Background: an optimization exercise with open tools, aiming at small area. Do not read the settings as production practice.
In this exercise RTL edits were held to simulation tests only and were not proved equivalent to the original.
Power and IR drop assume default switching activity.

**run.sh**
```bash
#!/bin/bash
# synth_recipe.tcl (not shown) runs the flow's synth.tcl, then flattens the netlist and writes it again
# the make line also repeats each setting of config.mk as NAME=value (left out here)
make -C /OpenROAD-flow-scripts/flow DESIGN_CONFIG=/design/flow/config.mk WORK_HOME=/design/flow/orfs CLKGATE_MAP_FILE= SYNTH_SCRIPT=/design/flow/synth_recipe.tcl finish
```
**config.mk**
```make
export PLATFORM = sky130hd
export DESIGN_NAME = decodeStage
export DESIGN_NICKNAME = decodeStage
export VERILOG_FILES = /design/flow/design.v
export SDC_FILE = /design/flow/constraint.sdc
export NUM_CORES = 4
export LEC_CHECK = 0
export CAP_MARGIN = 20
export CORE_MARGIN = 2
export CORE_UTILIZATION = 40
export SLEW_MARGIN = 20
```
**constraint.sdc**
```tcl
create_clock -name core_clock -period 4.0 [get_ports {clock}]
set_input_delay 0.8000 -clock core_clock [delete_from_list [all_inputs] [get_ports {clock}]]
set_output_delay 0.8000 -clock core_clock [all_outputs]
set_load 0.01 [all_outputs]
```
**design.v**
```verilog
`default_nettype none
package decodePkg;
    typedef enum logic [5:0] {
        opSpecial = 6'b000000,  
        opRegimm  = 6'b000001,  
        opJ       = 6'b000010,
        opBeq     = 6'b000100,
        opBne     = 6'b000101,
        opBlez    = 6'b000110,
        opBgtz    = 6'b000111,
        opAddiu   = 6'b001001,
        opSlti    = 6'b001010,
        opOri     = 6'b001101,
        opLui     = 6'b001111,
        opLw      = 6'b100011,
        opSw      = 6'b101011
    } opcode_e;
    typedef struct packed {
        logic regWe;    
        logic iType;
        logic rType;
        logic jType;    
        logic memWe;    
        logic memWb;    
        logic illegal;
    } ctrl_t;
    typedef struct packed {
        logic                       writeEnable;
        logic [5-1:0] rd;
        logic [32-1:0]     data;
    } regWrite_t;
    typedef struct packed {
        logic [32-1:0]     pc;
        logic [32-1:0]     ir;
        logic [5-1:0] rd;
        ctrl_t                      ctrl;
    } idEx_t;
endpackage
`default_nettype wire
`default_nettype none
`timescale 1ns/10ps
import decodePkg::*;
module regFile (
    input  logic                            clock,
    input  logic                            arstN,
    input  logic      [5-1:0] rsAddr,
    input  logic      [5-1:0] rtAddr,
    input  decodePkg::regWrite_t                writeBack,
    output logic      [32-1:0]     rsData,
    output logic      [32-1:0]     rtData
);
    logic [32-1:0] regs [32];
    function automatic logic [32-1:0] readPort(
        input logic [5-1:0] addr
    );
        logic [32-1:0] value;
        if (addr == '0)
            value = '0;                  
        else if (writeBack.writeEnable && writeBack.rd == addr)
            value = writeBack.data;      
        else
            value = regs[addr];
        readPort = value;
    endfunction
    always_ff @(posedge clock or negedge arstN)
    begin
        if (!arstN)
        begin
            for (int i = 0; i < 32; i++)
                regs[i] <= '0;
            rsData <= '0;
            rtData <= '0;
        end
        else
        begin
            if (writeBack.writeEnable && writeBack.rd != '0)
                regs[writeBack.rd] <= writeBack.data;
            rsData <= readPort(rsAddr);
            rtData <= readPort(rtAddr);
        end
    end
endmodule
`default_nettype wire
`default_nettype none
`timescale 1ns/10ps
import decodePkg::*;
module controlDecoder (
    input  decodePkg::opcode_e                  opcode,
    input  logic      [5-1:0] rt,
    input  logic                            insnValid,
    input  logic      [32-1:0]     insn,
    output decodePkg::ctrl_t                     ctrl
);
    logic isNop;
    assign isNop = !insnValid || (insn == '0);
    always_comb
    begin
        ctrl = '0;
        if (!isNop)
        begin
            case (opcode)
                opSpecial:
                begin
                    ctrl.rType = 1'b1;
                    ctrl.regWe = 1'b1;
                end
                opAddiu, opSlti, opOri, opLui:
                begin
                    ctrl.iType = 1'b1;
                    ctrl.regWe = 1'b1;
                end
                opLw:
                begin
                    ctrl.iType = 1'b1;
                    ctrl.regWe = 1'b1;
                    ctrl.memWb = 1'b1;   
                end
                opSw:
                begin
                    ctrl.iType = 1'b1;
                    ctrl.memWe = 1'b1;
                end
                opJ, opBeq, opBne, opBlez, opBgtz:
                begin
                    ctrl.jType = 1'b1;
                end
                opRegimm:
                begin
                    if (rt == 5'd0 || rt == 5'd1)
                        ctrl.jType = 1'b1;
                    else
                        ctrl.illegal = 1'b1;
                end
                default:
                begin
                    ctrl.illegal = 1'b1;     
                end
            endcase
        end
    end
endmodule
`default_nettype wire
`default_nettype none
`timescale 1ns/10ps
import decodePkg::*;
module decodeStage (
    input  logic                        clock,
    input  logic                        arstN,
    input  logic      [32-1:0] insn,
    input  logic      [32-1:0] pc,
    input  logic                        insnValid,
    input  decodePkg::regWrite_t            writeBack,
    output decodePkg::idEx_t                 idEx,
    output logic      [32-1:0] rsData,
    output logic      [32-1:0] rtData
);
    decodePkg::opcode_e                  opcode;
    logic [5-1:0] rsField;
    logic [5-1:0] rtField;
    logic [5-1:0] rdField;
    decodePkg::ctrl_t decodedCtrl;
    assign opcode  = decodePkg::opcode_e'(insn[31:26]);
    assign rsField = insn[25:21];
    assign rtField = insn[20:16];
    assign rdField = insn[15:11];
    regFile i_regFile (
        .clock     (clock),
        .arstN     (arstN),
        .rsAddr    (rsField),
        .rtAddr    (rtField),
        .writeBack (writeBack),
        .rsData    (rsData),
        .rtData    (rtData)
    );
    controlDecoder i_controlDecoder (
        .opcode    (opcode),
        .rt        (rtField),
        .insnValid (insnValid),
        .insn      (insn),
        .ctrl      (decodedCtrl)
    );
    always_ff @(posedge clock or negedge arstN)
    begin
        if (!arstN)
        begin
            idEx <= '0;
        end
        else
        begin
            idEx.pc   <= pc;
            idEx.ir   <= insn;
            idEx.rd   <= rdField;
            idEx.ctrl <= decodedCtrl;
        end
    end
endmodule
`default_nettype wire
```
==> impl_results.rst, run 1 <==
.. list-table::
   :header-rows: 1

   * - Metric
     - Value
   * - Headroom to the max-slew limit
     - 11.81%
   * - Count of different cell masters after synthesis
     - 67
   * - H-tree depth
     - 4
   * - Final layout net count
     - 5122
   * - Crit path time final
     - 3.400 ns
   * - Sequential share of the synthesized area
     - 51.37%
   * - Clock tree from TritonCTS
     - yes
   * - Aggregate global-route resource usage
     - 41.95%
   * - Relative contribution of sequential cells to total power
     - 47.2%
   * - Post-route fraction of the period consumed by the critical path
     - 85.01%
   * - Post-synthesis cell count
     - 4683
   * - Min-delay worst type
     - input pin to flip-flop
   * - Maximum VDD drop
     - 398.7 uV
   * - Leakage dissipation
     - 30.21 nW
   * - CP Capture Type
     - flip-flop
   * - Switching pwr
     - 9.800 mW
   * - Multi-input gate area
     - 25350 um2
   * - Area share of the largest cell type after synthesis
     - 51.37%
   * - Final setup vio count
     - 0
   * - Layout cell share with drive strength beyond 1
     - 35.16%
   * - Vias per Instance
     - 7.334
   * - Final weighted congestion of routability-driven global placement
     - 1.061
   * - Startpoint class of the critical path
     - input pin
   * - Post-cts sizing count
     - 0
   * - Register bit count reported by yosys
     - 1127
   * - Post-synth top flop
     - sky130_fd_sc_hd__dfrtp_1
   * - Worst EP required
     - 4.68 ns
   * - CTS Buf Count
     - 133
   * - Effective utilization at floorplan
     - 40.43%
   * - Residual overflow from global routing
     - 0
   * - Summed instance area of the synthesized netlist
     - 54900 um2
   * - Total power per unit cell area
     - 494.3 nW/um2
   * - Count of warnings emitted by yosys
     - 4
   * - Layout Utilization
     - 49.38%
   * - Largest net degree at the start of global routing
     - 129
   * - Classification of the worst setup path
     - input pin to flip-flop
   * - Int Pwr
     - 23.35 mW
   * - Setup repair after global routing missed its margin
     - false
   * - Number of antenna violations at the first check in global routing
     - 40
   * - TritonCTS Sinks
     - 1127
   * - Setup skew after layout
     - 0.03729 ns
   * - Die boundary width
     - 374.5 um
   * - Total of buffers placed on input and output ports
     - 244
   * - Clock latency (worst-skew pair)
     - 0.83 ns
   * - Die H
     - 374.5 um
   * - Placeable core area
     - 135800 um2
   * - Clock group share of total power
     - 38.5%
   * - HPWL Detailed
     - 191.5 mm
   * - Fill cell total of the finished layout
     - 12.32k
   * - EDFF count, synth
     - 0
   * - Average size of a mapped cell
     - 11.72 um2
   * - Number of antenna-violating nets in the routed design
     - 0
   * - Total placed instance area
     - 62580 um2
   * - Count of maximum capacitance violations
     - 0
   * - Worst Path Max Fanout
     - 23
   * - Total wirelength of the detailed-routed design
     - 300.6 mm
   * - Fmax
     - 294.1 MHz
   * - Switching share of total power
     - 29.56%
   * - Number of remaining DRC errors
     - 0
   * - Wire length of the first global-routing pass
     - 406.7 mm
   * - WL/cell
     - 43.37 um
   * - Violation count after the first detailed-route iteration
     - 9545
   * - Nets in the synthesized netlist
     - 4788
   * - Measured slew at the worst slew-check pin
     - 1.320 ns
   * - Vias in the first global route
     - 48.26k
   * - Fin area
     - 67060 um2
   * - Share of flip-flops with an asynchronous set or reset
     - 100.0%
   * - Count of endpoints failing hold in the final timing report
     - 0
   * - Vias
     - 50.84k
   * - Share of total power in combinational logic
     - 14.3%
   * - Status
     - no timing/DRC/antenna violations
   * - Die outline area
     - 140200 um2
   * - Area grow syn2layout
     - 22.15%
   * - Register clock-pin slew on the reported worst setup and hold paths
     - 0.06 ns
   * - Site Rows
     - 135
   * - Max-slew violation count
     - 0
   * - Number of top-level pins
     - 245
   * - Top post-synthesis cells by area
     - sky130_fd_sc_hd__dfrtp_1 (51%), sky130_fd_sc_hd__mux2_2 (20%), sky130_fd_sc_hd__a22oi_1 (8.0%)
   * - CTS root buffer
     - sky130_fd_sc_hd__clkbuf_16
   * - Number of buffers between clock root and the deepest sink
     - 3
   * - Area occupied by registers
     - 28200 um2
   * - Library cell with the largest summed area after synthesis
     - sky130_fd_sc_hd__dfrtp_1
   * - Pre-Repair DR Iteration Count
     - 9
   * - Arrival time at the worst endpoint
     - 4.08 ns
[power by group through the flow]
stage	Combinational (mW)	Sequential, mW	Clock (mW)
floorplan	2.63	14.8	0
global placement	4.49	15.7	0
detailed placement	4.60	15.7	0
CTS	4.62	15.5	12.8
global route	4.95	15.8	13.3
finish	4.74	15.6	12.8
[flip-flops by register name (all words and copies together), names as in the netlist]
| signal | cells |
|---|---|
| i_regFile.regs | 992 |
| idEx | 71 |
| i_regFile.rsData | 32 |
| i_regFile.rtData | 32 |
[path summary, 6_finish.rpt]
check                                              startpoint                                 end  slack, ns  cells past startpoint
max reg2reg                 i_regFile.regs[8][28]$_DFFE_PN0P_      i_regFile.rsData[28]$_DFF_PN0_       1.45                      6
max                                                  insn[24]      i_regFile.rsData[28]$_DFF_PN0_       0.60                      9
max in group asynchronous                               arstN    i_regFile.regs[1][8]$_DFFE_PN0P_       2.18                      3
min                                                    pc[27]                  idEx[71]$_DFF_PN0_       0.41                      1
min in group asynchronous                               arstN      i_regFile.rtData[22]$_DFF_PN0_       0.54                      2
min reg2reg                i_regFile.regs[12][27]$_DFFE_PN0P_  i_regFile.regs[12][27]$_DFFE_PN0P_       0.52                      1
[cells by family after synthesis]
family	synth area share [%]
AND/OR/NAND/NOR	10.86
XOR/XNOR	0.1436
buffers and inverters	3.683
multiplexers	20.65
AO/OA/AOI/OAI	13.29
flip-flops	51.37
[cell type report]
class	instances	area share, %
diodes	27	0.1008
clock buffers	194	5.775
clock inverters	47	0.9180
inverters	9	0.05038
multi-input cells	3075	37.80
flip-flops and latches	1127	42.05
well taps	1781	3.323
repair buffers	671	9.978
[metrics by stage]
| step | std cells | setup TNS, ns | hold slack (ns) | power [mW] | worst slack, ns |
|---|---|---|---|---|---|
| 2_1_floorplan | 4683 | 0 | 0.4794 | 17.44 | 1.372 |
| 3_3_place_gp | 6659 | -0.1668 | 0.4892 | 20.19 | -0.1118 |
| 3_5_place_dp | 6661 | -0.09591 | 0.4991 | 20.29 | -0.06929 |
| 4_1_cts | 6903 | 0 | 0.4002 | 32.93 | 0.7502 |
| 5_1_grt | 6906 | 0 | 0.3971 | 34.01 | 0.6471 |
| 6_report | 6931 | 0 | 0.4125 | 33.15 | 0.5996 |
[layer usage]
metal  wire length, um  global-route usage, %
met5               204                      0
met4             24570                  26.70
met3             47060                  17.94
met2            118700                  56.97
met1            110100                  54.33
[cells in the final DEF, fill, tap and decap left out, types with 91 or more instances in the layout]
cell                              instances
sky130_fd_sc_hd__nand2_1                159
sky130_fd_sc_hd__dfrtp_1               1127
sky130_fd_sc_hd__a22oi_1                585
sky130_fd_sc_hd__buf_12                  91
sky130_fd_sc_hd__clkbuf_16              137
sky130_fd_sc_hd__o21ai_0                124
sky130_fd_sc_hd__and3_1                 371
sky130_fd_sc_hd__buf_4                  334
sky130_fd_sc_hd__mux2_2                 996
sky130_fd_sc_hd__a2111oi_0              111
sky130_fd_sc_hd__nand4_1                124
sky130_fd_sc_hd__nand3_1                100
sky130_fd_sc_hd__clkdlybuf4s50_1        216
[critical path, cell delays in order]
cell and delay, ns:
sky130_fd_sc_hd__buf_2 0.49, sky130_fd_sc_hd__nand3b_1 0.44, sky130_fd_sc_hd__nor2_4 0.27, sky130_fd_sc_hd__buf_4 0.29, sky130_fd_sc_hd__a221oi_1 0.41, sky130_fd_sc_hd__nand4_1 0.20, sky130_fd_sc_hd__nor4_1 0.79, sky130_fd_sc_hd__buf_4 0.26
sky130_fd_sc_hd__o21ai_0 0.09
[repair_timing]
action,4_1_cts,5_1_grt
hold endpoints to repair,53,0
hold buffers,1,0
setup buffers,0,0
[cells in the mapped netlist, types with 7 or more instances]
cell / n
sky130_fd_sc_hd__clkbuf_1: 292
sky130_fd_sc_hd__a22o_1: 9
sky130_fd_sc_hd__o31ai_1: 8
sky130_fd_sc_hd__buf_1: 56
sky130_fd_sc_hd__nor3b_1: 14
sky130_fd_sc_hd__a2111oi_0: 113
sky130_fd_sc_hd__or3b_2: 7
sky130_fd_sc_hd__a32oi_1: 15
sky130_fd_sc_hd__inv_1: 9
sky130_fd_sc_hd__xnor2_1: 8
sky130_fd_sc_hd__nor4_1: 67
sky130_fd_sc_hd__nand4_1: 124
sky130_fd_sc_hd__and3_1: 371
sky130_fd_sc_hd__o21ai_0: 126
sky130_fd_sc_hd__a21oi_1: 43
sky130_fd_sc_hd__nand2_1: 171
sky130_fd_sc_hd__buf_4: 12
sky130_fd_sc_hd__a22oi_1: 585
sky130_fd_sc_hd__nand3_1: 104
sky130_fd_sc_hd__nor2_1: 88
sky130_fd_sc_hd__and2_1: 8
sky130_fd_sc_hd__nor3_1: 27
sky130_fd_sc_hd__dfrtp_1: 1127
sky130_fd_sc_hd__mux2i_1: 11
sky130_fd_sc_hd__nor2_2: 10
sky130_fd_sc_hd__a31o_2: 13
sky130_fd_sc_hd__buf_2: 107
sky130_fd_sc_hd__o21ai_1: 9
sky130_fd_sc_hd__nor2b_1: 7
sky130_fd_sc_hd__mux2_2: 996
sky130_fd_sc_hd__nand3b_1: 16
sky130_fd_sc_hd__nand2b_1: 16
sky130_fd_sc_hd__a221oi_1: 33
==> run 2: changes to the inputs <==
--- a/design.v
+++ b/design.v
@@ -41,4 +41,136 @@
 `timescale 1ns/10ps
 import decodePkg::*;
+module rfAnd2 (
+    input  logic a, b,
+    output logic y
+);
+    assign y = a && b;
+endmodule
+module rfAnd3 (
+    input  logic a, b, c,
+    output logic y
+);
+    assign y = a && b && c;
+endmodule
+module regReadSel (
+    input  logic [5-1:0] addr,
+    input  logic                       writeEnable,
+    input  logic [5-1:0] writeAddr,
+    input  logic [32-1:1]       readable,
+    output logic [32-1:0]       sel
+);
+    logic [3:0] lo;      
+    logic [7:0] hi;      
+    always_comb
+    begin
+        for (int k = 0; k < 4; k++)
+            lo[k] = (addr[1:0] == k);
+        for (int j = 0; j < 8; j++)
+            hi[j] = (addr[4:2] == j);
+    end
+    assign sel[0] = writeEnable && (writeAddr == addr) && (addr != '0);
+    for (genvar i = 1; i < 32; i++)
+    begin : g_sel
+        rfAnd3 i_and (
+            .a (lo[i % 4]),
+            .b (hi[i / 4]),
+            .c (readable[i]),
+            .y (sel[i])
+        );
+    end
+endmodule
+module regWriteSel (
+    input  logic                       writeEnable,
+    input  logic [5-1:0] writeAddr,
+    output logic [32-1:1]       sel
+);
+    logic [3:0] lo;      
+    logic [7:0] hi;      
+    always_comb
+    begin
+        for (int k = 0; k < 4; k++)
+            lo[k] = (writeAddr[1:0] == k);
+        for (int j = 0; j < 8; j++)
+            hi[j] = (writeAddr[4:2] == j) && writeEnable;
+    end
+    for (genvar i = 1; i < 32; i++)
+    begin : g_sel
+        rfAnd2 i_and (
+            .a (lo[i % 4]),
+            .b (hi[i / 4]),
+            .y (sel[i])
+        );
+    end
+endmodule
+module rfAoi222 (
+    input  logic a0, b0, a1, b1, a2, b2,
+    output logic y
+);
+    assign y = !((a0 && b0) || (a1 && b1) || (a2 && b2));
+endmodule
+module rfNand2Ao22 (
+    input  logic t0, t1,
+    input  logic a0, b0, a1, b1,
+    output logic y
+);
+    assign y = !(t0 && t1 && !((a0 && b0) || (a1 && b1)));
+endmodule
+module rfNand4 (
+    input  logic a, b, c, d,
+    output logic y
+);
+    assign y = !(a && b && c && d);
+endmodule
+module rfOr3 (
+    input  logic a, b, c,
+    output logic y
+);
+    assign y = a || b || c;
+endmodule
+module regReadBit (
+    input  logic [32-1:0] sel,
+    input  logic [32-1:0] in,
+    output logic                 out
+);
+    logic [9:0]  term;
+    logic [2:0]  part;
+    for (genvar g = 0; g < 10; g++)
+    begin : g_aoi
+        rfAoi222 i_aoi (
+            .a0 (sel[3*g]),   .b0 (in[3*g]),
+            .a1 (sel[3*g+1]), .b1 (in[3*g+1]),
+            .a2 (sel[3*g+2]), .b2 (in[3*g+2]),
+            .y  (term[g])
+        );
+    end
+    rfNand4 i_nand0 (.a(term[0]), .b(term[1]), .c(term[2]), .d(term[3]), .y(part[0]));
+    rfNand4 i_nand1 (.a(term[4]), .b(term[5]), .c(term[6]), .d(term[7]), .y(part[1]));
+    rfNand2Ao22 i_nand2 (
+        .t0 (term[8]),  .t1 (term[9]),
+        .a0 (sel[30]),  .b0 (in[30]),
+        .a1 (sel[31]),  .b1 (in[31]),
+        .y  (part[2])
+    );
+    rfOr3   i_or    (.a(part[0]), .b(part[1]), .c(part[2]), .y(out));
+endmodule
+module regReadMux (
+    input  logic [32-1:0]                      sel,
+    input  logic [32-1:0][32-1:0]     in,
+    output logic [32-1:0]                    out
+);
+    for (genvar b = 0; b < 32; b++)
+    begin : g_bit
+        logic [32-1:0] column;
+        for (genvar i = 0; i < 32; i++)
+        begin : g_col
+            assign column[i] = in[i][b];
+        end
+        regReadBit i_bit (
+            .sel (sel),
+            .in  (column),
+            .out (out[b])
+        );
+    end
+endmodule
 module regFile (
     input  logic                            clock,
@@ -50,23 +182,52 @@
     output logic      [32-1:0]     rtData
 );
-    logic [32-1:0] regs [32];
-    function automatic logic [32-1:0] readPort(
-        input logic [5-1:0] addr
-    );
-        logic [32-1:0] value;
-        if (addr == '0)
-            value = '0;                  
-        else if (writeBack.writeEnable && writeBack.rd == addr)
-            value = writeBack.data;      
-        else
-            value = regs[addr];
-        readPort = value;
-    endfunction
+    logic [32-1:0][32-1:0] regs;
+    logic [32-1:1]   valid;
+    logic [32-1:1]   wrSel;
+    logic [32-1:1]   readable;
+    logic [32-1:0]   rsSel, rtSel;
+    logic [32-1:0] rsNext, rtNext;
+    regWriteSel i_wrSel (
+        .writeEnable (writeBack.writeEnable),
+        .writeAddr   (writeBack.rd),
+        .sel         (wrSel)
+    );
+    assign readable = valid & ~wrSel;
+    assign regs[0] = writeBack.data;
+    regReadSel i_rsSel (
+        .addr        (rsAddr),
+        .writeEnable (writeBack.writeEnable),
+        .writeAddr   (writeBack.rd),
+        .readable    (readable),
+        .sel         (rsSel)
+    );
+    regReadSel i_rtSel (
+        .addr        (rtAddr),
+        .writeEnable (writeBack.writeEnable),
+        .writeAddr   (writeBack.rd),
+        .readable    (readable),
+        .sel         (rtSel)
+    );
+    regReadMux i_rsMux (
+        .sel (rsSel),
+        .in  (regs),
+        .out (rsNext)
+    );
+    regReadMux i_rtMux (
+        .sel (rtSel),
+        .in  (regs),
+        .out (rtNext)
+    );
+    always_ff @(posedge clock)
+    begin
+        for (int i = 1; i < 32; i++)
+            if (wrSel[i])
+                regs[i] <= writeBack.data;
+    end
     always_ff @(posedge clock or negedge arstN)
     begin
         if (!arstN)
         begin
-            for (int i = 0; i < 32; i++)
-                regs[i] <= '0;
+            valid  <= '0;
             rsData <= '0;
             rtData <= '0;
@@ -74,8 +235,7 @@
         else
         begin
-            if (writeBack.writeEnable && writeBack.rd != '0)
-                regs[writeBack.rd] <= writeBack.data;
-            rsData <= readPort(rsAddr);
-            rtData <= readPort(rtAddr);
+            valid  <= valid | wrSel;
+            rsData <= rsNext;
+            rtData <= rtNext;
         end
     end
==> flow/run.sh (new file) <==
#!/bin/bash
set -uo pipefail
bash standard.sh \
    "BUFFER_PORTS_ARGS=-buffer_cell sky130_fd_sc_hd__buf_1" \
    finish > flow_make.log 2>&1
status=$?
tail -20 flow_make.log
exit $status
==> standard.sh (new file) <==
#!/bin/bash
# synth_recipe.tcl (not shown) runs the flow's synth.tcl, then flattens the netlist and writes it again
# the make line also repeats each setting of config.mk as NAME=value (left out here)
make -C /OpenROAD-flow-scripts/flow DESIGN_CONFIG=/design/flow/config.mk WORK_HOME=/design/flow/orfs CLKGATE_MAP_FILE= SYNTH_SCRIPT=/design/flow/synth_recipe.tcl "${@:-finish}"
--- a/config.mk
+++ b/config.mk
@@ -8,4 +8,8 @@
 export CAP_MARGIN = 20
 export CORE_MARGIN = 2
-export CORE_UTILIZATION = 40
+export CORE_UTILIZATION = 60
+export CTS_BUF_LIST = sky130_fd_sc_hd__clkbuf_8
+export CTS_CLUSTER_DIAMETER = 50
+export CTS_CLUSTER_SIZE = 16
 export SLEW_MARGIN = 20
+export SYNTH_HIERARCHICAL = 1
removed: run.sh
==> run 2 against run 1 <==
Critical path type unchanged. Combinational power is 67% lower. Clock power is 39% lower. Register-to-register slack worse by 0.14 ns. Synthesized cell count is 49% lower. Highest routed layer unchanged. Design area is 25% lower.
==> impl_results.rst, run 2 <==
.. list-table::
   :header-rows: 1

   * - Metric
     - Value
   * - Startpoint class of the critical path
     - input pin
   * - Worst path buffer plus inverter count
     - 2
   * - Die boundary width
     - 275.4 um
   * - Fin area
     - 50450 um2
   * - Average size of a mapped cell
     - 18.54 um2
   * - Slowest stage cell on the critical path
     - sky130_fd_sc_hd__or3_1
   * - Number of antenna violations at the first check in global routing
     - 17
   * - Pre-Repair DR Iteration Count
     - 15
   * - Vias in the first global route
     - 31.44k
   * - Post-synth top flop
     - sky130_fd_sc_hd__edfxtp_1
   * - Effective utilization at floorplan
     - 60.58%
   * - Sum of negative setup slack
     - 0 ns
   * - Nets in the synthesized netlist
     - 2489
   * - H-tree depth
     - 3
   * - Number of top-level pins
     - 245
   * - Total placed instance area
     - 48020 um2
   * - Summed instance area of the synthesized netlist
     - 44200 um2
   * - Die H
     - 275.4 um
   * - Residual overflow from global routing
     - 0
   * - Status
     - no timing/DRC/antenna violations
   * - Most common library cells after synthesis
     - sky130_fd_sc_hd__edfxtp_1 (992), sky130_fd_sc_hd__a222oi_1 (640), sky130_fd_sc_hd__dfrtp_1 (166)
   * - Area grow syn2layout
     - 14.15%
   * - Most flops, register
     - i_regFile.regs
   * - Site Rows
     - 99
   * - CP Capture Type
     - flip-flop
   * - Total of buffers placed on input and output ports
     - 244
   * - Vias per Instance
     - 8.094
   * - Cell family with the largest share of critical-path delay
     - simple AND/OR/NAND/NOR gates
   * - Final Non-Filler Cells
     - 3942
   * - Maximum single-stage delay on the critical path
     - 0.52 ns
   * - Count of different cell masters after synthesis
     - 44
   * - Number of antenna-violating nets in the routed design
     - 0
   * - Largest registers
     - i_regFile.regs x992, idEx x71
   * - CTS Buf Count
     - 111
   * - Count of maximum capacitance violations
     - 0
   * - Headroom to the max-slew limit
     - 17.07%
   * - Multi-input gate area
     - 10180 um2
   * - Library cell with the largest summed area after synthesis
     - sky130_fd_sc_hd__edfxtp_1
   * - Share of flip-flops with an asynchronous set or reset
     - 14.34%
   * - Final layout net count
     - 2989
   * - Largest net degree at the start of global routing
     - 58
   * - Total power per unit cell area
     - 455.3 nW/um2
   * - Layout cell share with drive strength beyond 1
     - 13.26%
   * - Total Power
     - 22.97 mW
   * - Cell Count Post-Placement
     - 3730
   * - Classification of the worst setup path
     - input pin to flip-flop
   * - WL/cell
     - 38.61 um
   * - Final setup vio count
     - 0
   * - Flip-flop count of the largest register, all copies and words added
     - 992
   * - Area share of the largest cell type after synthesis
     - 67.40%
   * - Wire length of the first global-routing pass
     - 211.7 mm
   * - Post-CTS Hold Buffers
     - 0
   * - Vias
     - 31.91k
   * - Count of warnings emitted by yosys
     - 11
   * - Placeable core area
     - 72960 um2
   * - Measured slew at the worst slew-check pin
     - 1.244 ns
   * - TritonCTS Sinks
     - 1158
   * - Sequential share of the synthesized area
     - 76.80%
   * - Number of buffers between clock root and the deepest sink
     - 3
   * - Final weighted congestion of routability-driven global placement
     - 0.9817
   * - Arrival time at the worst endpoint
     - 3.85 ns
   * - EDFF count, synth
     - 992
   * - Die outline area
     - 75850 um2
   * - Chain of cells forming the critical path
     - buf_1, and4b_2, and2_2, and2b_1, and3_1, buf_12, a222oi_1, nand4_1, or3_1
   * - Crit path time final
     - 3.201 ns
   * - Clock latency (worst-skew pair)
     - 0.78 ns
   * - Area occupied by registers
     - 33940 um2
   * - Number of remaining DRC errors
     - 0
   * - HPWL Detailed
     - 86.43 mm
   * - Final worst hold slack
     - 0.04815 ns
   * - Post-route fraction of the period consumed by the critical path
     - 80.02%
   * - Most frequent cells in the layout
     - sky130_fd_sc_hd__edfxtp_1 (992), sky130_fd_sc_hd__a222oi_1 (640), sky130_fd_sc_hd__buf_1 (242), sky130_fd_sc_hd__dfrtp_1 (166), sky130_fd_sc_hd__nand4_1 (132)
   * - Violation count after the first detailed-route iteration
     - 7856
   * - Setup repair after global routing missed its margin
     - false
   * - Maximum VDD drop
     - 421.6 uV
   * - Post-cts sizing count
     - 0
   * - Most common cell after layout, fill and taps aside
     - sky130_fd_sc_hd__edfxtp_1
   * - Most frequently used cell type in the post-synthesis netlist
     - sky130_fd_sc_hd__edfxtp_1
   * - Register clock-pin slew on the reported worst setup and hold paths
     - 0.09 ns
   * - Worst Path Max Fanout
     - 27
   * - Max-slew violation count
     - 0
   * - Post-synthesis cell count
     - 2384
   * - Aggregate global-route resource usage
     - 39.51%
   * - Fmax
     - 312.4 MHz
   * - Clock tree from TritonCTS
     - yes
   * - Register bit count reported by yosys
     - 1158
   * - Count of endpoints failing hold in the final timing report
     - 0
   * - Fill cell total of the finished layout
     - 4883
   * - Total wirelength of the detailed-routed design
     - 152.2 mm
   * - Worst EP required
     - 4.65 ns
   * - Number of buffers inserted to repair setup after CTS
     - 0
   * - CTS root buffer
     - sky130_fd_sc_hd__clkbuf_8
   * - Min-delay worst type
     - input pin to async pin
   * - Leakage dissipation
     - 16.65 nW
   * - Top post-synthesis cells by area
     - sky130_fd_sc_hd__edfxtp_1 (67%), sky130_fd_sc_hd__a222oi_1 (14%), sky130_fd_sc_hd__dfrtp_1 (9.4%)
   * - Setup skew after layout
     - 0.04009 ns
==> run 2: Yosys stat by module, one instance, submodules excluded, excerpt <==
module          copies in the design  cells inside  flip-flops and latches
controlDecoder                     1            46                       0
rfAnd3                            62             1                       0
rfNand2Ao22                       64             2                       0
rfNand4                          128             1                       0
regReadSel                         2            24                       0
decodeStage                        1            76                      71
regWriteSel                        1            12                       0
rfAoi222                         640             1                       0
rfOr3                             64             1                       0
regFile                            1          1149                    1087
rfAnd2                            31             1                       0
==> run 2: final timing paths <==
| path | start | end | slack, ns | depth (start not counted) |
|---|---|---|---|---|
| setup / recovery | writeBack[35] | i_regFile.rtData[15]$_DFF_PN0_ | 0.80 | 9 |
| max in group asynchronous | arstN | i_regFile.rsData[26]$_DFF_PN0_ | 3.10 | 2 |
| setup reg to reg | i_regFile.valid[7]$_DFF_PN0_ | i_regFile.rsData[3]$_DFF_PN0_ | 1.31 | 7 |
| hold / removal | arstN | idEx[66]$_DFF_PN0_ | 0.05 | 1 |
| hold reg to reg | i_regFile.valid[16]$_DFF_PN0_ | i_regFile.valid[16]$_DFF_PN0_ | 0.46 | 1 |
| min in group core_clock | pc[19] | idEx[63]$_DFF_PN0_ | 0.13 | 1 |
==> run 2: logic make-up (layout without fill, tap and decap cells) <==
group	count (synthesis)	in the layout	share of synthesized area, %
buf+inv	14	608	0.2887
other cells	0	5	0
xor+xnor	11	11	0.2180
compound gates	718	718	15.82
flops	1158	1158	76.80
simple gates	483	483	6.879
==> run 2: stage by stage <==
stage,util (%),setup slack [ns]
after detailed placement,65.82,0.2331
after global placement,65.82,0.2585
after floorplan,-,0.3838
after CTS,69.13,1.034
after global routing,69.14,0.7716
final,69.15,0.7994
==> run 2: cell type report <==
type | instances | area share (%)
Tap cell | 959 | 2.378
Sequential cell | 1158 | 67.28
Clock inverter | 90 | 1.600
Timing Repair Buffer | 400 | 5.337
Multi-Input combinational cell | 1212 | 20.18
Inverter | 1 | 0.007440
Clock buffer | 117 | 3.192
Antenna cell | 5 | 0.02480
==> run 2: per-layer routing <==
metal | wire length (um) | up-vias | part of all wire (%) | GRT usage, %
li1 | - | 12511 | - | -
met1 | 51340 | 15808 | 34 | 53.00
met2 | 68280 | 3039 | 45 | 58.88
met3 | 25870 | 529 | 17 | 14.08
met4 | 6475 | 18 | 4.3 | 17.00
met5 | 246 | - | 0.16 | 1.190
==> run 2: where the power goes <==
group | switching, mW | internal [mW] | leakage, nW
registers | 0.201 | 13.5 | 11.0
logic | 1.09 | 0.473 | 4.45
clock network | 4.49 | 3.26 | 1.24
==> run 3: changes to the inputs <==
--- a/config.mk
+++ b/config.mk
@@ -9,7 +9,4 @@
 export CORE_MARGIN = 2
 export CORE_UTILIZATION = 60
-export CTS_BUF_LIST = sky130_fd_sc_hd__clkbuf_8
-export CTS_CLUSTER_DIAMETER = 50
-export CTS_CLUSTER_SIZE = 16
 export SLEW_MARGIN = 20
 export SYNTH_HIERARCHICAL = 1
==> run 3 against run 2 <==
Register-to-register slack hardly changed. First-iteration DRC count rose by 1.2%. Hold slack improved by 0.090 ns. Still clean on timing, DRC and antenna. Via count barely moved. Synthesized cell count is the same. Utilization grew 1.8 points. Combinational power is essentially flat. Sequential power barely moved. Area after synthesis stayed put. Fmax down 1.1%. Routed wire length up 0.47%.
==> impl_results.rst, run 3 <==
.. list-table::
   :header-rows: 1

   * - Metric
     - Value
   * - Library cell with the largest summed area after synthesis
     - sky130_fd_sc_hd__edfxtp_1
   * - Die outline area
     - 75850 um2
   * - Count of maximum capacitance violations
     - 0
   * - TritonCTS Sinks
     - 1158
   * - Vias
     - 31.90k
   * - Effective utilization at floorplan
     - 60.58%
   * - Number of buffers inserted to repair setup after CTS
     - 0
   * - Vias in the first global route
     - 31.51k
   * - Clock group share of total power
     - 41.3%
   * - R2r setup slk
     - 1.30 ns
   * - Classification of the worst setup path
     - input pin to flip-flop
   * - Largest net degree at the start of global routing
     - 58
   * - Post-CTS Hold Buffers
     - 0
   * - Fmax
     - 309.0 MHz
   * - Global Route met1 Usage
     - 53.71%
   * - Flip-flop count of the largest register, all copies and words added
     - 992
   * - Crit path time final
     - 3.237 ns
   * - CTS Buf Count
     - 112
   * - Startpoint of the worst-slack reg-to-reg timing path
     - i_regFile.valid[3]$_DFF_PN0_
   * - Post-synth top flop
     - sky130_fd_sc_hd__edfxtp_1
   * - Area occupied by registers
     - 33940 um2
   * - Most frequently used cell type in the post-synthesis netlist
     - sky130_fd_sc_hd__edfxtp_1
   * - Slowest stage cell on the critical path
     - sky130_fd_sc_hd__or3_1
   * - Share of total power in combinational logic
     - 6.0%
   * - Register bit count reported by yosys
     - 1158
   * - Vias per Instance
     - 8.093
   * - Relative contribution of sequential cells to total power
     - 52.7%
   * - EDFF count, synth
     - 992
   * - Most common cell after layout, fill and taps aside
     - sky130_fd_sc_hd__edfxtp_1
   * - Total Power
     - 25.95 mW
   * - Layout cell share with drive strength beyond 1
     - 12.34%
   * - Count of endpoints failing hold in the final timing report
     - 0
   * - Area grow syn2layout
     - 17.07%
   * - Nets in the synthesized netlist
     - 2489
   * - Die H
     - 275.4 um
   * - Cell Count Post-Placement
     - 3730
   * - Met2 Use GR
     - 59.70%
   * - Wire length of the first global-routing pass
     - 213.8 mm
   * - Area share of the largest cell type after synthesis
     - 67.40%
   * - Clock latency (worst-skew pair)
     - 0.68 ns
   * - Cell repeated most along the worst path
     - sky130_fd_sc_hd__buf_4
   * - Site Rows
     - 99
   * - Most frequent cells in the layout
     - sky130_fd_sc_hd__edfxtp_1 (992), sky130_fd_sc_hd__a222oi_1 (640), sky130_fd_sc_hd__buf_1 (242), sky130_fd_sc_hd__dfrtp_1 (166), sky130_fd_sc_hd__nand4_1 (132)
   * - Total wirelength of the detailed-routed design
     - 152.9 mm
   * - Setup skew after layout
     - 0.02986 ns
   * - Post-route fraction of the period consumed by the critical path
     - 80.92%
   * - Compound-gate portion of the synthesized area
     - 15.82%
   * - Fill cell total of the finished layout
     - 4717
   * - Die boundary width
     - 275.4 um
   * - Worst Path Max Fanout
     - 20
   * - WL/cell
     - 38.79 um
   * - Final layout net count
     - 2990
   * - Count of different cell masters after synthesis
     - 44
   * - Top post-synthesis cells by area
     - sky130_fd_sc_hd__edfxtp_1 (67%), sky130_fd_sc_hd__a222oi_1 (14%), sky130_fd_sc_hd__dfrtp_1 (9.4%)
   * - Total power per unit cell area
     - 501.5 nW/um2
   * - Switching share of total power
     - 22.33%
   * - Layout Utilization
     - 70.92%
   * - Sequential share of the synthesized area
     - 76.80%
   * - Startpoint class of the critical path
     - input pin
   * - Aggregate global-route resource usage
     - 39.84%
   * - H-tree depth
     - 3
   * - Post-synthesis cell count
     - 2384
   * - Final weighted congestion of routability-driven global placement
     - 0.9817
   * - Final Non-Filler Cells
     - 3942
   * - Mux contribution to synthesized area
     - 0%
   * - CP Capture Type
     - flip-flop
   * - Sum of negative setup slack
     - 0 ns
   * - Largest registers
     - i_regFile.regs x992, idEx x71
   * - Count of warnings emitted by yosys
     - 11
   * - Maximum single-stage delay on the critical path
     - 0.50 ns
   * - Setup repair after global routing missed its margin
     - false
   * - Post-synthesis adder-cell area fraction
     - 0%
   * - Arrival time at the worst endpoint
     - 3.79 ns
   * - Final worst hold slack
     - 0.1383 ns
   * - Min-delay worst type
     - input pin to async pin
   * - Busiest layer in global routing
     - met2
   * - Average size of a mapped cell
     - 18.54 um2
   * - Pre-Repair DR Iteration Count
     - 12
   * - Number of remaining DRC errors
     - 0
   * - Placeable core area
     - 72960 um2
   * - Number of buffers between clock root and the deepest sink
     - 3
   * - CTS root buffer
     - sky130_fd_sc_hd__clkbuf_16
   * - Residual overflow from global routing
     - 0
   * - Measured slew at the worst slew-check pin
     - 1.184 ns
   * - Maximum VDD drop
     - 432.0 uV
   * - Share of flip-flops with an asynchronous set or reset
     - 14.34%
   * - Max-slew violation count
     - 0
   * - Post-cts sizing count
     - 0
   * - Multi-input gate area
     - 10180 um2
   * - Status
     - no timing/DRC/antenna violations
   * - Leakage dissipation
     - 17.21 nW
   * - Violation count after the first detailed-route iteration
     - 7948
   * - Headroom to the max-slew limit
     - 21.04%
   * - Chain of cells forming the critical path
     - buf_1, and4bb_2, and2_2, and2b_1, and3_1, buf_4, buf_4, a222oi_1, nand4_1, or3_1
   * - Simple logic cell fraction of the synthesized area
     - 6.879%
   * - Grt met3 use
     - 14.07%
   * - Int Pwr
     - 20.15 mW
   * - Most flops, register
     - i_regFile.regs
   * - Worst-case reg-to-reg path depth
     - 6
   * - Clock tree from TritonCTS
     - yes
   * - XOR/XNOR share of the synthesized area
     - 0.2180%
   * - Number of top-level pins
     - 245
   * - Total of buffers placed on input and output ports
     - 244
   * - Worst EP required
     - 4.55 ns
   * - Number of antenna-violating nets in the routed design
     - 0
   * - Largest family of logic cells by synthesized area
     - compound AO/OA/AOI/OAI gates
   * - Final setup vio count
     - 0
   * - Number of antenna violations at the first check in global routing
     - 19
   * - Most common library cells after synthesis
     - sky130_fd_sc_hd__edfxtp_1 (992), sky130_fd_sc_hd__a222oi_1 (640), sky130_fd_sc_hd__dfrtp_1 (166)
   * - HPWL Detailed
     - 86.43 mm
   * - Summed instance area of the synthesized netlist
     - 44200 um2
   * - Crit Reg-Reg Endpoint
     - i_regFile.rtData[3]$_DFF_PN0_
   * - Register clock-pin slew on the reported worst setup and hold paths
     - 0.06 ns
   * - Switching pwr
     - 5.795 mW
==> run 3: cell count changes in the layout (fill, tap and decap cells not counted), sizes merged <==
cell,before,now
bufinv,5,11
clkinv,29,30
clkbuf,119,164
clkinvlp,15,6
inv,42,2
diode,5,2
==> run 3: modules after synthesis (local to each module, per instance), a selection <==
module / copies in the design / area, um2
rfAoi222: 640 / 10.01
rfAnd3: 62 / 6.256
rfOr3: 64 / 6.256
rfNand2Ao22: 64 / 12.51
rfAnd2: 31 / 6.256
regReadSel: 2 / 186.4
controlDecoder: 1 / 306.5
regWriteSel: 1 / 118.9
decodeStage: 1 / 1814
regFile: 1 / 32600
rfNand4: 128 / 6.256
==> run 3: routing by layer <==
| layer | routed length [um] | vias up |
|---|---|---|
| li1 | - | 12520 |
| met1 | 51760 | 15856 |
| met2 | 68580 | 2999 |
| met3 | 25900 | 510 |
| met4 | 6575 | 16 |
| met5 | 115 | - |
==> run 3: how the worst max path moves through the flow <==
stage | startpoint | depth (start not counted) | slack [ns] | end
floorplan | writeBack[35] | 7 | 0.38 | i_regFile.rsData[0]$_DFF_PN0_
global placement | writeBack[34] | 9 | 0.26 | i_regFile.rtData[15]$_DFF_PN0_
detailed placement | writeBack[34] | 9 | 0.23 | i_regFile.rtData[15]$_DFF_PN0_
CTS | writeBack[34] | 10 | 0.94 | i_regFile.rsData[3]$_DFF_PN0_
global route | writeBack[34] | 9 | 0.67 | i_regFile.rtData[15]$_DFF_PN0_
finish | writeBack[34] | 10 | 0.76 | i_regFile.rsData[3]$_DFF_PN0_
==> run 3: area by class of cell <==
| cell class | count | share of cell area [%] |
|---|---|---|
| flip-flops and latches | 1158 | 65.60 |
| multi-input cells | 1212 | 19.68 |
| clock buffers | 162 | 6.132 |
| repair buffers | 400 | 5.204 |
| well taps | 959 | 2.319 |
| clock inverters | 48 | 1.049 |
| diodes | 2 | 0.009673 |
| inverters | 1 | 0.007254 |
==> run 3: logic make-up after synthesis <==
group,Yosys count
flip-flops,1158
AO/OA/AOI/OAI,718
AND/OR/NAND/NOR,483
buffers and inverters,14
XOR/XNOR,11
==> run 3: worst max-delay path, delay by kind of cell <==
kind,cells,cell delay [ns]
AND/OR/NAND/NOR,6,1.81
buffers and inverters,3,0.82
AO/OA/AOI/OAI,1,0.32
==> run 3: per-stage QoR <==
| step | area, um2 | setup WS (ns) |
|---|---|---|
| after detailed placement | 48020 | 0.2331 |
| after global placement | 48020 | 0.2585 |
| after global routing | 51740 | 0.6655 |
| after floorplan | 44200 | 0.3838 |
| final | 51740 | 0.7633 |
| after CTS | 51740 | 0.9352 |
==> run 3: power groups by stage <==
stage,registers (mW),logic [mW],clock network (mW)
after floorplan,13.9,0.528,0
after global placement,13.9,1.46,0
after detailed placement,13.9,1.49,0
after CTS,13.7,1.50,10.7
after global routing,13.7,1.63,11.2
final,13.7,1.57,10.7
==> run 4: changes to the inputs <==
--- a/flow/run.sh
+++ b/flow/run.sh
@@ -3,4 +3,5 @@
 bash standard.sh \
     "BUFFER_PORTS_ARGS=-buffer_cell sky130_fd_sc_hd__buf_1" \
+    "CTS_ARGS=-sink_clustering_enable -repair_clock_nets -sink_clustering_size 16 -sink_clustering_max_diameter 50 -buf_list sky130_fd_sc_hd__clkbuf_8 -dont_use_dummy_load" \
     finish > flow_make.log 2>&1
 status=$?
--- a/config.mk
+++ b/config.mk
@@ -9,4 +9,7 @@
 export CORE_MARGIN = 2
 export CORE_UTILIZATION = 60
+export CTS_BUF_LIST = sky130_fd_sc_hd__clkbuf_8
+export CTS_CLUSTER_DIAMETER = 50
+export CTS_CLUSTER_SIZE = 16
 export SLEW_MARGIN = 20
 export SYNTH_HIERARCHICAL = 1
==> run 4 against run 3 <==
Utilization decreased by 3.0 points. First-iteration DRC count up 1.9%. Fmax is 0.88% higher. Synthesized cell count is the same. Die area unchanged. Hold slack worse by 0.064 ns. Sequential cell count stayed put. Total power decreased by 18%. Via count decreased by 0.81%. Area after synthesis unchanged. Critical path depth unchanged. Critical endpoint unchanged.
==> impl_results.rst, run 4 <==
.. list-table::
   :header-rows: 1

   * - Metric
     - Value
   * - Chain of cells forming the critical path
     - buf_1, and4bb_2, and2_2, and2b_1, and3_1, buf_4, buf_4, a222oi_1, nand4_1, or3_1
   * - Layout Utilization
     - 67.93%
   * - Total power per unit cell area
     - 431.3 nW/um2
   * - Worst EP required
     - 4.61 ns
   * - Flip-flop count of the largest register, all copies and words added
     - 992
   * - H-tree depth
     - 3
   * - Source of the critical timing path
     - writeBack[34]
   * - EDFF count, synth
     - 992
   * - Classification of the worst setup path
     - input pin to flip-flop
   * - Largest net degree at the start of global routing
     - 58
   * - CTS Buf Count
     - 111
   * - Busiest layer in global routing
     - met2
   * - Fmax
     - 311.7 MHz
   * - Violation count after the first detailed-route iteration
     - 8099
   * - Multi-input gate area
     - 10180 um2
   * - Top post-synthesis cells by area
     - sky130_fd_sc_hd__edfxtp_1 (67%), sky130_fd_sc_hd__a222oi_1 (14%), sky130_fd_sc_hd__dfrtp_1 (9.4%)
   * - Count of maximum capacitance violations
     - 0
   * - Critical Path Sink
     - i_regFile.rsData[3]$_DFF_PN0_
   * - Crit path time final
     - 3.209 ns
   * - Cell repeated most along the worst path
     - sky130_fd_sc_hd__buf_4
   * - Leakage dissipation
     - 16.21 nW
   * - Sum of negative setup slack
     - 0 ns
   * - Met2 Use GR
     - 58.81%
   * - Share of flip-flops with an asynchronous set or reset
     - 14.34%
   * - Slowest stage cell on the critical path
     - sky130_fd_sc_hd__or3_1
   * - Count of endpoints failing hold in the final timing report
     - 0
   * - Headroom to the max-slew limit
     - 24.48%
   * - Cell family with the largest share of critical-path delay
     - simple AND/OR/NAND/NOR gates
   * - Area occupied by registers
     - 33940 um2
   * - Worst Path Max Fanout
     - 20
   * - Clock tree from TritonCTS
     - yes
   * - Setup skew after layout
     - 0.09880 ns
   * - Fill cell total of the finished layout
     - 4966
   * - Die boundary width
     - 275.4 um
   * - HPWL Detailed
     - 86.43 mm
   * - Effective utilization at floorplan
     - 60.58%
   * - R2r setup slk
     - 1.34 ns
   * - Post-synthesis cell count
     - 2384
   * - Vias
     - 31.64k
   * - Startpoint class of the critical path
     - input pin
   * - Wire length of the first global-routing pass
     - 211.4 mm
   * - Post-synth top flop
     - sky130_fd_sc_hd__edfxtp_1
   * - Post-CTS Hold Buffers
     - 0
   * - Residual overflow from global routing
     - 0
   * - Pre-Repair DR Iteration Count
     - 13
   * - Vias per Instance
     - 8.227
   * - Worst path buffer plus inverter count
     - 3
   * - Maximum VDD drop
     - 312.7 uV
   * - Number of buffers between clock root and the deepest sink
     - 3
   * - Number of buffers inserted to repair setup after CTS
     - 0
   * - Sequential share of the synthesized area
     - 76.80%
   * - CTS root buffer
     - sky130_fd_sc_hd__clkbuf_8
   * - Total of buffers placed on input and output ports
     - 244
   * - Layout cell share with drive strength beyond 1
     - 11.00%
   * - Summed instance area of the synthesized netlist
     - 44200 um2
   * - Worst-case reg-to-reg path depth
     - 7
   * - Die H
     - 275.4 um
   * - Instance count on the critical path
     - 10
   * - Clock latency (worst-skew pair)
     - 0.77 ns
   * - Post-cts sizing count
     - 0
   * - Number of antenna violations at the first check in global routing
     - 14
   * - TritonCTS Sinks
     - 1158
   * - Most common cell after layout, fill and taps aside
     - sky130_fd_sc_hd__edfxtp_1
   * - Total wirelength of the detailed-routed design
     - 152.0 mm
   * - Min-delay worst type
     - input pin to async pin
   * - Die outline area
     - 75850 um2
   * - Aggregate global-route resource usage
     - 39.43%
   * - Crit Reg-Reg Endpoint
     - i_regFile.rsData[3]$_DFF_PN0_
   * - Area share of the largest cell type after synthesis
     - 67.40%
   * - Global Route met1 Usage
     - 53.52%
   * - Grt met3 use
     - 13.72%
   * - Maximum single-stage delay on the critical path
     - 0.52 ns
   * - Number of antenna-violating nets in the routed design
     - 0
   * - Site Rows
     - 99
   * - Total Power
     - 21.38 mW
   * - Cell Count Post-Placement
     - 3730
   * - Most common library cells after synthesis
     - sky130_fd_sc_hd__edfxtp_1 (992), sky130_fd_sc_hd__a222oi_1 (640), sky130_fd_sc_hd__dfrtp_1 (166)
   * - Number of top-level pins
     - 245
   * - Library cell with the largest summed area after synthesis
     - sky130_fd_sc_hd__edfxtp_1
   * - Vias in the first global route
     - 31.21k
   * - Most frequently used cell type in the post-synthesis netlist
     - sky130_fd_sc_hd__edfxtp_1
   * - Largest registers
     - i_regFile.regs x992, idEx x71
   * - Number of remaining DRC errors
     - 0
   * - WL/cell
     - 39.51 um
   * - Final layout net count
     - 2989
   * - Most flops, register
     - i_regFile.regs
   * - Count of different cell masters after synthesis
     - 44
   * - Most frequent cells in the layout
     - sky130_fd_sc_hd__edfxtp_1 (992), sky130_fd_sc_hd__a222oi_1 (640), sky130_fd_sc_hd__buf_1 (242), sky130_fd_sc_hd__dfrtp_1 (166), sky130_fd_sc_hd__nand4_1 (132)
   * - Post-route fraction of the period consumed by the critical path
     - 80.22%
   * - Area grow syn2layout
     - 12.13%
   * - Final Non-Filler Cells
     - 3846
   * - Final setup vio count
     - 0
   * - Measured slew at the worst slew-check pin
     - 1.133 ns
   * - CP Capture Type
     - flip-flop
   * - Status
     - no timing/DRC/antenna violations
   * - Final weighted congestion of routability-driven global placement
     - 0.9817
   * - Register clock-pin slew on the reported worst setup and hold paths
     - 0.08 ns
   * - Max-slew violation count
     - 0
   * - Placeable core area
     - 72960 um2
   * - Count of warnings emitted by yosys
     - 11
   * - Nets in the synthesized netlist
     - 2489
   * - Startpoint of the worst-slack reg-to-reg timing path
     - i_regFile.valid[7]$_DFF_PN0_
   * - Setup repair after global routing missed its margin
     - false
   * - Register bit count reported by yosys
     - 1158
   * - Arrival time at the worst endpoint
     - 3.82 ns
   * - Average size of a mapped cell
     - 18.54 um2
## run 4: per-layer routing
| metal | vias to the layer above | share of wire, % |
|---|---|---|
| met2 | 3042 | 45 |
| met5 | - | 0.12 |
| li1 | 12412 | - |
| met3 | 503 | 17 |
| met1 | 15673 | 34 |
| met4 | 12 | 4.2 |
## run 4: kinds of logic (layout without fill, tap and decap cells)
| kind of cell | after synthesis | count (layout) | synth area share, % |
|---|---|---|---|
| buffers and inverters | 14 | 512 | 0.2887 |
| AOI/OAI and AO/OA | 718 | 718 | 15.82 |
| other | 0 | 5 | 0 |
| DFF | 1158 | 1158 | 76.80 |
| and+or+nand+nor | 483 | 483 | 6.879 |
| xor gates and xnor gates | 11 | 11 | 0.2180 |
## run 4: Yosys stat by module (local to each module, per instance), excerpt
module	cells inside	copies in the design	flops+latches
controlDecoder	46	1	0
decodeStage	76	1	71
regFile	1149	1	1087
regReadSel	24	2	0
regWriteSel	12	1	0
rfAnd2	1	31	0
rfAnd3	1	62	0
rfAoi222	1	640	0
rfNand2Ao22	2	64	0
rfNand4	1	128	0
rfOr3	1	64	0
## run 4: power by group
group | internal [mW] | switching, mW
Sequential | 13.5 | 0.201
Clock | 2.45 | 3.70
Combinational | 0.473 | 1.09
Total | 16.4 | 4.99
## run 4: through the flow
step | cell area, um2 | hold slack [ns] | worst slack, ns
finish | 49560 | 0.07477 | 0.7913
global route | 49550 | 0.08302 | 0.7398
CTS | 49550 | 0.05303 | 1.027
detailed placement | 48020 | 0.4421 | 0.2331
global placement | 48020 | 0.4389 | 0.2585
floorplan | 44200 | 0.4245 | 0.3838
## run 4: area by class of cell
type	count	share of cell area, %
inverters	1	0.007574
well taps	959	2.421
flip-flops and latches	1158	68.49
repair buffers	400	5.433
clock buffers	111	3.082
multi-input cells	1212	20.54
diodes	5	0.02525
## run 4: how the worst min path moves through the flow
stage                     slack, ns  depth (start not counted)                     startpoint                             to
after detailed placement       0.44                          1  i_regFile.valid[11]$_DFF_PN0_  i_regFile.valid[11]$_DFF_PN0_
after global placement         0.44                          1   i_regFile.valid[8]$_DFF_PN0_   i_regFile.valid[8]$_DFF_PN0_
after CTS                      0.05                          1                          arstN             idEx[66]$_DFF_PN0_
final                          0.07                          1                          arstN             idEx[66]$_DFF_PN0_
after global routing           0.08                          1                          arstN             idEx[61]$_DFF_PN0_
after floorplan                0.42                          1  i_regFile.valid[10]$_DFF_PN0_  i_regFile.valid[10]$_DFF_PN0_
## run 4: worst register-to-register path, delay by kind of cell (launching register included)
| family | cells | cell delay [ns] |
|---|---|---|
| compound gates | 1 | 0.34 |
| simple gates | 4 | 1.32 |
| buf+inv | 2 | 0.50 |
| flops | 1 | 0.37 |
==> run 5: changes to the inputs <==
==> flow/run.sh (replaced) <==
#!/bin/bash
set -uo pipefail
bash standard.sh \
    "BUFFER_PORTS_ARGS=-buffer_cell sky130_fd_sc_hd__buf_1" \
    "CTS_ARGS=-sink_clustering_enable -repair_clock_nets -sink_clustering_size 16 -sink_clustering_max_diameter 80 -buf_list sky130_fd_sc_hd__clkbuf_8 -dont_use_dummy_load" \
    finish > flow_make.log 2>&1
status=$?
tail -20 flow_make.log
exit $status
--- a/config.mk
+++ b/config.mk
@@ -6,10 +6,10 @@
 export NUM_CORES = 4
 export LEC_CHECK = 0
-export CAP_MARGIN = 20
+export CAP_MARGIN = 10
 export CORE_MARGIN = 2
 export CORE_UTILIZATION = 60
 export CTS_BUF_LIST = sky130_fd_sc_hd__clkbuf_8
-export CTS_CLUSTER_DIAMETER = 50
+export CTS_CLUSTER_DIAMETER = 80
 export CTS_CLUSTER_SIZE = 16
-export SLEW_MARGIN = 20
+export SLEW_MARGIN = 10
 export SYNTH_HIERARCHICAL = 1
==> run 5 against run 4 <==
Count of clock-buffer cells in the layout down 29. Largest cell class unchanged. Clock power is 13% lower. Hold slack better by 0.013 ns. Die area unchanged. Non-clock buffer count did not move. Final cell count is 0.73% lower. Combinational power about the same. Fmax shrank 0.70%. Setup slack lost 0.023 ns. Via count shrank 0.54%.
==> impl_results.rst, run 5 <==
.. list-table::
   :header-rows: 1

   * - Metric
     - Value
   * - Arrival time at the worst endpoint
     - 3.83 ns
   * - Headroom to the max-slew limit
     - 16.53%
   * - Placeable core area
     - 72960 um2
   * - Area share of the largest cell type after synthesis
     - 67.40%
   * - EDFF count, synth
     - 992
   * - Post-CTS Hold Buffers
     - 0
   * - HPWL Detailed
     - 86.43 mm
   * - Status
     - no timing/DRC/antenna violations
   * - Total Power
     - 20.60 mW
   * - Clock tree from TritonCTS
     - yes
   * - Post-cts sizing count
     - 0
   * - CTS Buf Count
     - 82
   * - Fill cell total of the finished layout
     - 5005
   * - Die outline area
     - 75850 um2
   * - Total wirelength of the detailed-routed design
     - 151.6 mm
   * - Source of the critical timing path
     - writeBack[34]
   * - Classification of the worst setup path
     - input pin to flip-flop
   * - Count of maximum capacitance violations
     - 0
   * - Post-synth top flop
     - sky130_fd_sc_hd__edfxtp_1
   * - Setup skew after layout
     - 0.06362 ns
   * - Leakage dissipation
     - 16.00 nW
   * - Violation count after the first detailed-route iteration
     - 7658
   * - H-tree depth
     - 3
   * - Top post-synthesis cells by area
     - sky130_fd_sc_hd__edfxtp_1 (67%), sky130_fd_sc_hd__a222oi_1 (14%), sky130_fd_sc_hd__dfrtp_1 (9.4%)
   * - Register bit count reported by yosys
     - 1158
   * - Vias in the first global route
     - 31.03k
   * - Pre-Repair DR Iteration Count
     - 10
   * - Count of warnings emitted by yosys
     - 11
   * - Register clock-pin slew on the reported worst setup and hold paths
     - 0.11 ns
   * - Setup repair after global routing missed its margin
     - false
   * - Library cell with the largest summed area after synthesis
     - sky130_fd_sc_hd__edfxtp_1
   * - Crit path time final
     - 3.231 ns
   * - CTS root buffer
     - sky130_fd_sc_hd__clkbuf_8
   * - Vias per Instance
     - 8.243
   * - Worst-case reg-to-reg path depth
     - 7
   * - Wire length of the first global-routing pass
     - 211.6 mm
   * - Number of remaining DRC errors
     - 0
   * - Final layout net count
     - 2960
   * - Clock latency (worst-skew pair)
     - 0.74 ns
   * - Most common cell after layout, fill and taps aside
     - sky130_fd_sc_hd__edfxtp_1
   * - Largest registers
     - i_regFile.regs x992, idEx x71
   * - Most flops, register
     - i_regFile.regs
   * - Fmax
     - 309.5 MHz
   * - Largest net degree at the start of global routing
     - 58
   * - Most frequently used cell type in the post-synthesis netlist
     - sky130_fd_sc_hd__edfxtp_1
   * - Total power per unit cell area
     - 419.0 nW/um2
   * - TritonCTS Sinks
     - 1158
   * - Final setup vio count
     - 0
   * - Number of buffers inserted to repair setup after CTS
     - 0
   * - Flip-flop count of the largest register, all copies and words added
     - 992
   * - Most frequent cells in the layout
     - sky130_fd_sc_hd__edfxtp_1 (992), sky130_fd_sc_hd__a222oi_1 (640), sky130_fd_sc_hd__buf_1 (243), sky130_fd_sc_hd__dfrtp_1 (166), sky130_fd_sc_hd__nand4_1 (132)
   * - Nets in the synthesized netlist
     - 2489
   * - R2r setup slk
     - 1.33 ns
   * - Number of antenna-violating nets in the routed design
     - 0
   * - Final weighted congestion of routability-driven global placement
     - 0.9817
   * - Site Rows
     - 99
   * - Die H
     - 275.4 um
   * - Vias
     - 31.47k
   * - Residual overflow from global routing
     - 0
   * - Total of buffers placed on input and output ports
     - 244
   * - Measured slew at the worst slew-check pin
     - 1.252 ns
   * - Most common library cells after synthesis
     - sky130_fd_sc_hd__edfxtp_1 (992), sky130_fd_sc_hd__a222oi_1 (640), sky130_fd_sc_hd__dfrtp_1 (166)
   * - Aggregate global-route resource usage
     - 39.48%
   * - Share of flip-flops with an asynchronous set or reset
     - 14.34%
   * - Worst EP required
     - 4.60 ns
   * - Number of buffers between clock root and the deepest sink
     - 3
   * - Die boundary width
     - 275.4 um
   * - Effective utilization at floorplan
     - 60.58%
   * - Maximum VDD drop
     - 346.9 uV
   * - Layout cell share with drive strength beyond 1
     - 10.06%
   * - Startpoint of the worst-slack reg-to-reg timing path
     - i_regFile.valid[7]$_DFF_PN0_
   * - Count of endpoints failing hold in the final timing report
     - 0
   * - Critical Path Sink
     - i_regFile.rsData[3]$_DFF_PN0_
   * - Number of antenna violations at the first check in global routing
     - 13
   * - Startpoint class of the critical path
     - input pin
   * - Number of top-level pins
     - 245
   * - Average size of a mapped cell
     - 18.54 um2
   * - Worst Path Max Fanout
     - 20
   * - Min-delay worst type
     - input pin to async pin
   * - Post-synthesis cell count
     - 2384
   * - WL/cell
     - 39.72 um
   * - Count of different cell masters after synthesis
     - 44
   * - Post-route fraction of the period consumed by the critical path
     - 80.78%
   * - Summed instance area of the synthesized netlist
     - 44200 um2
   * - Area grow syn2layout
     - 11.23%
   * - Crit Reg-Reg Endpoint
     - i_regFile.rsData[3]$_DFF_PN0_
   * - Sequential share of the synthesized area
     - 76.80%
   * - CP Capture Type
     - flip-flop
   * - Max-slew violation count
     - 0
   * - Sum of negative setup slack
     - 0 ns
run 5: worst min-delay path by stage:
stage,start,end,slack [ns],cells past startpoint
final,arstN,i_regFile.valid[15]$_DFF_PN0_,0.09,1
after global routing,arstN,i_regFile.valid[15]$_DFF_PN0_,0.11,1
after floorplan,i_regFile.valid[10]$_DFF_PN0_,i_regFile.valid[10]$_DFF_PN0_,0.42,1
after detailed placement,i_regFile.valid[11]$_DFF_PN0_,i_regFile.valid[11]$_DFF_PN0_,0.44,1
after global placement,i_regFile.valid[8]$_DFF_PN0_,i_regFile.valid[8]$_DFF_PN0_,0.44,1
after CTS,arstN,i_regFile.valid[15]$_DFF_PN0_,0.06,1
run 5: logic make-up after synthesis:
group	after synthesis	synth area share, %
AOI/OAI and AO/OA	718	15.82
xor gates and xnor gates	11	0.2180
and+or+nand+nor	483	6.879
DFF	1158	76.80
buffers and inverters	14	0.2887
run 5: power by group:
group | switching [mW] | leakage [nW] | internal, mW
Sequential | 0.202 | 11.0 | 13.5
Combinational | 1.09 | 4.44 | 0.473
Clock | 3.54 | 0.590 | 1.84
Total | 4.83 | 16.0 | 15.8
run 5: layout make-up:
class	count	area, um2	area share, %
Clock buffer	82	1129	2.296
Sequential cell	1158	33940	69.04
Multi-Input combinational cell	1212	10180	20.71
Antenna cell	6	15.01	0.03054
Timing Repair Buffer	400	2691	5.474
Tap cell	959	1200	2.441
Inverter	1	3.754	0.007635
run 5: per-layer routing:
layer | vias to the layer above | wire length, um | track usage [%]
li1 | 12340 | - | -
met1 | 15662 | 50900 | 53.43
met2 | 2948 | 67670 | 58.90
met3 | 518 | 26110 | 13.54
met4 | 4 | 6920 | 16.90
met5 | - | 32 | 0
run 5: worst max-delay path, stage by stage:
cell and delay, ns:
sky130_fd_sc_hd__buf_1 0.30, sky130_fd_sc_hd__and4bb_2 0.34, sky130_fd_sc_hd__and2_2 0.18, sky130_fd_sc_hd__and2b_1 0.19
sky130_fd_sc_hd__and3_1 0.17, sky130_fd_sc_hd__buf_4 0.24, sky130_fd_sc_hd__buf_4 0.26, sky130_fd_sc_hd__a222oi_1 0.32
sky130_fd_sc_hd__nand4_1 0.49, sky130_fd_sc_hd__or3_1 0.53
run 5: per-module statistics from Yosys, one instance, submodules excluded, a selection:
module / cell area [um2] / cells
rfAnd3: 6.256 / 1
rfNand4: 6.256 / 1
rfAoi222: 10.01 / 1
regWriteSel: 118.9 / 12
rfAnd2: 6.256 / 1
controlDecoder: 306.5 / 46
rfNand2Ao22: 12.51 / 2
regFile: 32600 / 1149
run 5: through the flow:
step           std cells  instance area, um2  utilization, %  hold WS [ns]  setup slack [ns]
6_report            3818               49160           67.39       0.08737            0.7687
3_5_place_dp        3730               48020           65.82        0.4421            0.2331
3_3_place_gp        3730               48020           65.82        0.4389            0.2585
4_1_cts             3812               49150           67.36       0.06309             1.023
5_1_grt             3813               49150           67.37        0.1078            0.7304
2_1_floorplan       2384               44200               -        0.4245            0.3838

what the ideal ports hide:
Ports are ideal in the flow. The routed layouts listed here were re-timed in OpenROAD.
Step 1, drivers: a clkbuf_16 drives clock and a buf_2 each remaining input, both assumed.
Step 2 times the ports against the registers' clock, not the clock port: input delays grow and output delays shrink by t, the midpoint of the rising clock arrivals with the driver on.
a / b / c = no drivers / after step 1 / after step 2; a / b = the first two.
| run | t (ns) | slack for setup (ns) | worst hold slack (ns) | latest minus earliest clock arrival (ns) | worst register clock-pin slew, ns |
|---|---|---|---|---|---|
| run 1 | 0.891 | 0.600 / 0.659 / -0.233 | 0.413 / 0.350 / 0.519 | 0.052 / 0.051 | 0.07 / 0.07 |
| run 2 | 0.828 | 0.799 / 0.839 / 0.011 | 0.048 / 0.011 / 0.456 | 0.040 / 0.041 | 0.10 / 0.10 |
| run 3 | 0.742 | 0.763 / 0.808 / 0.067 | 0.138 / 0.097 / 0.454 | 0.033 / 0.033 | 0.07 / 0.07 |
| run 4 | 0.790 | 0.791 / 0.832 / 0.042 | 0.075 / 0.037 / 0.454 | 0.099 / 0.100 | 0.11 / 0.11 |
| run 5 | 0.760 | 0.769 / 0.804 / 0.044 | 0.087 / 0.055 / 0.461 | 0.070 / 0.070 | 0.11 / 0.11 |
With both steps, setup timing fails in run 1, where it was met with ideal ports. For run 1, which loses most, drivers alone change the setup slack by +0.059 ns; drivers and shift together by -0.833 ns.
